This is an optimization exercise on Yosys and OpenROAD, whose aim is small area, a short achievable clock period and few clock cycles per item, not a production implementation. At most, simulation tests tie the RTL to the original design; equivalence was not proved. Power is estimated from default activity; no workload was simulated.

the previous run:
Design word_tokenizer_fnv1a_hasher_top, start of the top module:
module word_tokenizer_fnv1a_hasher_top #(
  parameter int unsigned LENGTH_WIDTH = wtok_pkg::LENGTH_WIDTH_DEF
) (
  input  logic   clk,
  input  logic   rst,
  input  logic   byte_valid,
  output logic   byte_ready,
  input  wtok_pkg::byte_t  byte_data,
  output logic   token_valid,
  input  logic   token_ready,
  output wtok_pkg::token_t token_data
);
  localparam logic [1:0] C_NONE = 2'd0;
  localparam logic [1:0] C_WORD = 2'd1;
  localparam logic [1:0] C_LF   = 2'd2;
  localparam logic [1:0] C_END  = 2'd3;
  logic [1:0]  ib_cls;
  logic        ib_b7;
  logic        ib_b7m;      
  logic                    in_word;
  logic [31:0]             hash_r;
  logic [LENGTH_WIDTH-1:0] len_r;
  logic                    last_r;
  logic [1:0]  e_pre;
  logic        w_own;
  logic        e_post;
  logic        rdy_nt;
  logic        rdy_t;
  logic        e_front;
  logic        word_end;
  logic        imm_w;
  logic        take;
  logic        w_now;       
  logic        w_give;      
  logic        ok;
  logic        hash_upd;
  logic        hash_clr;
  logic        byte_xfer;
  logic        in_space;
  logic [1:0]  in_cls;
  logic [6:0]  in_low;
  logic [31:0] mix_out;
  logic [31:0] mixed;
  logic [6:0]  hlo_n;
  logic        w_next_nt;   
  logic        w_next_t;    
  logic [1:0]  ib_cls_n;
  logic        in_word_n;
  logic [1:0]  e_pre_n;
  logic        w_own_n;
  logic        e_post_n;
  logic        ok_nt_n;
  logic        ok_t_n;
  assign e_front     = (e_pre != 2'd0);
  assign word_end    = in_word && ib_cls[1];
  assign imm_w       = word_end && !e_front;
  assign token_valid = e_front || w_own || imm_w;
  ...
export LEC_CHECK = 0
export ABC_AREA = 1
export CAP_MARGIN = 20
export CORE_MARGIN = 2
export CORE_UTILIZATION = 40
export CTS_BUF_LIST = sky130_fd_sc_hd__clkbuf_8
export CTS_CLUSTER_SIZE = 20
export PLACE_DENSITY = 0.7
export SETUP_SLACK_MARGIN = 2.8
export SLEW_MARGIN = 20
create_clock -name core_clock -period 6.5 [get_ports {clk}]
standard.sh (not shown) runs the stock make flow with config.mk's settings and CLKGATE_MAP_FILE= SYNTH_SCRIPT=/design/flow/synth_recipe.tcl, a recipe that flattens the netlist after the stock synthesis.
==> flow/flow/run.sh <==
#!/bin/bash
# Layout flow: the standard flow, with two changes between its steps.
#  1. After the standard synthesis, flow/fapol.py re-chooses the polarity of
#     each full adder cell (a full adder is self-dual) to drop the inverters
#     that Yosys's adder extraction leaves between them, and turns an xor2
#     with one inverted input into an xnor2 (or back). Registers and all
#     other cells are untouched.
#  2. Ports are buffered with sky130_fd_sc_hd__buf_1 instead of the
#     flow's default buffer cell (every port still gets its own buffer).
# Each tool's output goes to a log file of its own in this folder.
set -euo pipefail
R=orfs/results/sky130hd/word_tokenizer_fnv1a_hasher_top/base
bash standard.sh synth > 1_standard_synth.log 2>&1
cp $R/1_2_yosys.v 1_2_yosys.standard.v
python3 flow/fapol.py 1_2_yosys.standard.v $R/1_2_yosys.v > 2_fapol.log 2>&1
touch $R/1_2_yosys.v
bash standard.sh BUFFER_PORTS_ARGS="-buffer_cell sky130_fd_sc_hd__buf_1" finish > 3_standard_finish.log 2>&1
Other scripts of this flow, unchanged in this note and not shown: flow/flow/fapol.py
> inputs changed (the previous run -> the current run)
- changing PLACE_DENSITY from 0.7 to 0.8
Results
The current run and the previous run ended up with nearly the same count of port buffers added during placement.
Looking only at average wire per cell in the routed design, and setting everything else aside, the higher value of the current run and the previous run goes to the current run.
Diff the previous run -> the current run | timing-limited maximum frequency | down by a few percent
Combinational cell fraction of total power up 2.7 points in the current run wrt the previous run
No run of this note included a check of the RTL's function; only the layout flow was run.

* * *

## JK
word_tokenizer_fnv1a_hasher_top, a different RTL version from the one above (not shown whole).
For scale: about 680 cells after synthesis, about 0.0063 mm² of cells after synthesis.
clock: 6.5 ns
lec_check: 0
cap_margin: 20
core_margin: 2
core_utilization: 40
cts_buf_list: sky130_fd_sc_hd__clkbuf_8
cts_cluster_size: 20
setup_slack_margin: 2.2
slew_margin: 20
Scripts as last shown in full above: flow/flow/run.sh
Other scripts of this flow, unchanged in this note and not shown: flow/flow/fapol.py
Looking at the reports, JK completed the entire flow and the layout it produced met the timing, design-rule and antenna checks.
Testbench counts of JK, summed over its fixed seeds: cycles 24,016, bytes 24,000.
Changes in MS relative to JK:
# JK
export LEC_CHECK = 0
export CAP_MARGIN = 20
export CORE_MARGIN = 2
export CORE_UTILIZATION = 40
export CTS_BUF_LIST = sky130_fd_sc_hd__clkbuf_8
export CTS_CLUSTER_SIZE = 20
export SETUP_SLACK_MARGIN = 2.2
export SLEW_MARGIN = 20
create_clock -name core_clock -period 6.5 [get_ports {clk}]
# MS
export LEC_CHECK = 0
export ABC_AREA = 1
export CAP_MARGIN = 20
export CORE_MARGIN = 2
export CORE_UTILIZATION = 40
export CTS_BUF_LIST = sky130_fd_sc_hd__clkbuf_8
export CTS_CLUSTER_SIZE = 20
export SETUP_SLACK_MARGIN = 2.8
export SLEW_MARGIN = 20
create_clock -name core_clock -period 6.5 [get_ports {clk}]
==> comparison <==
- Total placed instance area was higher in MS than in JK.
- Re sequential share of layout area: MS and JK aren't equal, and the lower value belongs to MS.
- Row proportion of cell area occupied by multi-input gates: MS lower / JK higher
- The clock latency reported for the late side of the worst-skew pair on JK is in line with that on MS.
diff inputs: MS => AL
# MS
export LEC_CHECK = 0
export ABC_AREA = 1
export CAP_MARGIN = 20
export CORE_MARGIN = 2
export CORE_UTILIZATION = 40
export CTS_BUF_LIST = sky130_fd_sc_hd__clkbuf_8
export CTS_CLUSTER_SIZE = 20
export SETUP_SLACK_MARGIN = 2.8
export SLEW_MARGIN = 20
create_clock -name core_clock -period 6.5 [get_ports {clk}]
# AL
export LEC_CHECK = 0
export ABC_AREA = 1
export CAP_MARGIN = 20
export CORE_MARGIN = 2
export CORE_UTILIZATION = 50
export CTS_BUF_LIST = sky130_fd_sc_hd__clkbuf_8
export CTS_CLUSTER_SIZE = 20
export PLACE_DENSITY = 0.8
export SETUP_SLACK_MARGIN = 2.7
export SLEW_MARGIN = 20
create_clock -name core_clock -period 6.5 [get_ports {clk}]
==> comparison <==
- The worst hold slack after final layout of AL was inferior to that of MS.
- [compare] base=MS new=AL: detailed-placement wirelength estimate lost 320 µm, buffer count excluding the clock tree in the final layout dropped 4.
--- input diff AL..TR ---
# AL
export LEC_CHECK = 0
export ABC_AREA = 1
export CAP_MARGIN = 20
export CORE_MARGIN = 2
export CORE_UTILIZATION = 50
export CTS_BUF_LIST = sky130_fd_sc_hd__clkbuf_8
export CTS_CLUSTER_SIZE = 20
export PLACE_DENSITY = 0.8
export SETUP_SLACK_MARGIN = 2.7
export SLEW_MARGIN = 20
create_clock -name core_clock -period 6.5 [get_ports {clk}]
# TR
export LEC_CHECK = 0
export ABC_AREA = 1
export CAP_MARGIN = 20
export CORE_MARGIN = 2
export CORE_UTILIZATION = 40
export CTS_BUF_LIST = sky130_fd_sc_hd__clkbuf_8
export CTS_CLUSTER_SIZE = 20
export SETUP_SLACK_MARGIN = 3.2
export SLEW_MARGIN = 20
create_clock -name core_clock -period 6.5 [get_ports {clk}]
==> run summary <==
Count of standard-cell rows is higher on TR. NOTE core area AL->TR increased by more than a quarter. TR vs AL: global-route track usage on met2 down. Compared to AL, TR has finished layout cell area 5.8% higher. For AL, the timing endpoint of the critical path was hash_r[27], unlike TR, where it was hash_r[17].
Input-level comparison between PW and TR:
# TR
export LEC_CHECK = 0
export ABC_AREA = 1
export CAP_MARGIN = 20
export CORE_MARGIN = 2
export CORE_UTILIZATION = 40
export CTS_BUF_LIST = sky130_fd_sc_hd__clkbuf_8
export CTS_CLUSTER_SIZE = 20
export SETUP_SLACK_MARGIN = 3.2
export SLEW_MARGIN = 20
create_clock -name core_clock -period 6.5 [get_ports {clk}]
# PW
export LEC_CHECK = 0
export ABC_AREA = 1
export CAP_MARGIN = 20
export CORE_MARGIN = 2
export CORE_UTILIZATION = 40
export CTS_BUF_LIST = sky130_fd_sc_hd__clkbuf_8
export CTS_CLUSTER_SIZE = 20
export SETUP_SLACK_MARGIN = 2.5
export SLEW_MARGIN = 20
create_clock -name core_clock -period 6.5 [get_ports {clk}]
Findings:
Max relative area change from synthesis to final layout across PW and TR: TR
PW against TR: mean routed wirelength per cell down 7.1%; first-pass iteration count of the detailed router down 1; post-layout worst setup margin down 190 ps; final standard cell area without fillers down 510 µm²; total chip power down 17%.

re-timing with driven ports:
The flow's constraints put no driver on any port. The routed layouts listed below were extracted and timed again, unchanged, in two steps.
Step 1 sets driving cells, clkbuf_16 on the clock port and buf_2 on the other inputs (assumed; they add their load-dependent delay and slew).
Step 2, shift: input delay + t, output delay - t, t = (earliest + latest rising clock arrival at the registers) / 2. This alone moves slack from input paths to output paths.
Slacks: no drivers / after step 1 / after step 2; pairs: no drivers / after step 1.
run | t (ns) | setup WS [ns] | latest minus earliest clock arrival (ns) | worst register clock-pin slew, ns
the previous run | 0.391 | 2.927 / 2.927 / 2.927 | 0.015 / 0.015 | 0.09 / 0.09
the current run | 0.403 | 2.821 / 2.821 / 2.557 | 0.012 / 0.012 | 0.08 / 0.08
JK | 0.393 | 2.382 / 2.382 / 2.332 | 0.006 / 0.005 | 0.08 / 0.08
MS | 0.403 | 2.879 / 2.879 / 2.771 | 0.008 / 0.008 | 0.08 / 0.08
AL | 0.405 | 2.883 / 2.883 / 2.811 | 0.012 / 0.011 | 0.07 / 0.07
TR | 0.409 | 2.890 / 2.890 / 2.890 | 0.008 / 0.008 | 0.07 / 0.07
PW | 0.404 | 2.702 / 2.702 / 2.702 | 0.013 / 0.012 | 0.08 / 0.08
After both steps setup and hold are still met in every run listed. For the current run, which loses most, drivers alone change the setup slack by 0.000 ns; drivers and shift together by -0.264 ns.
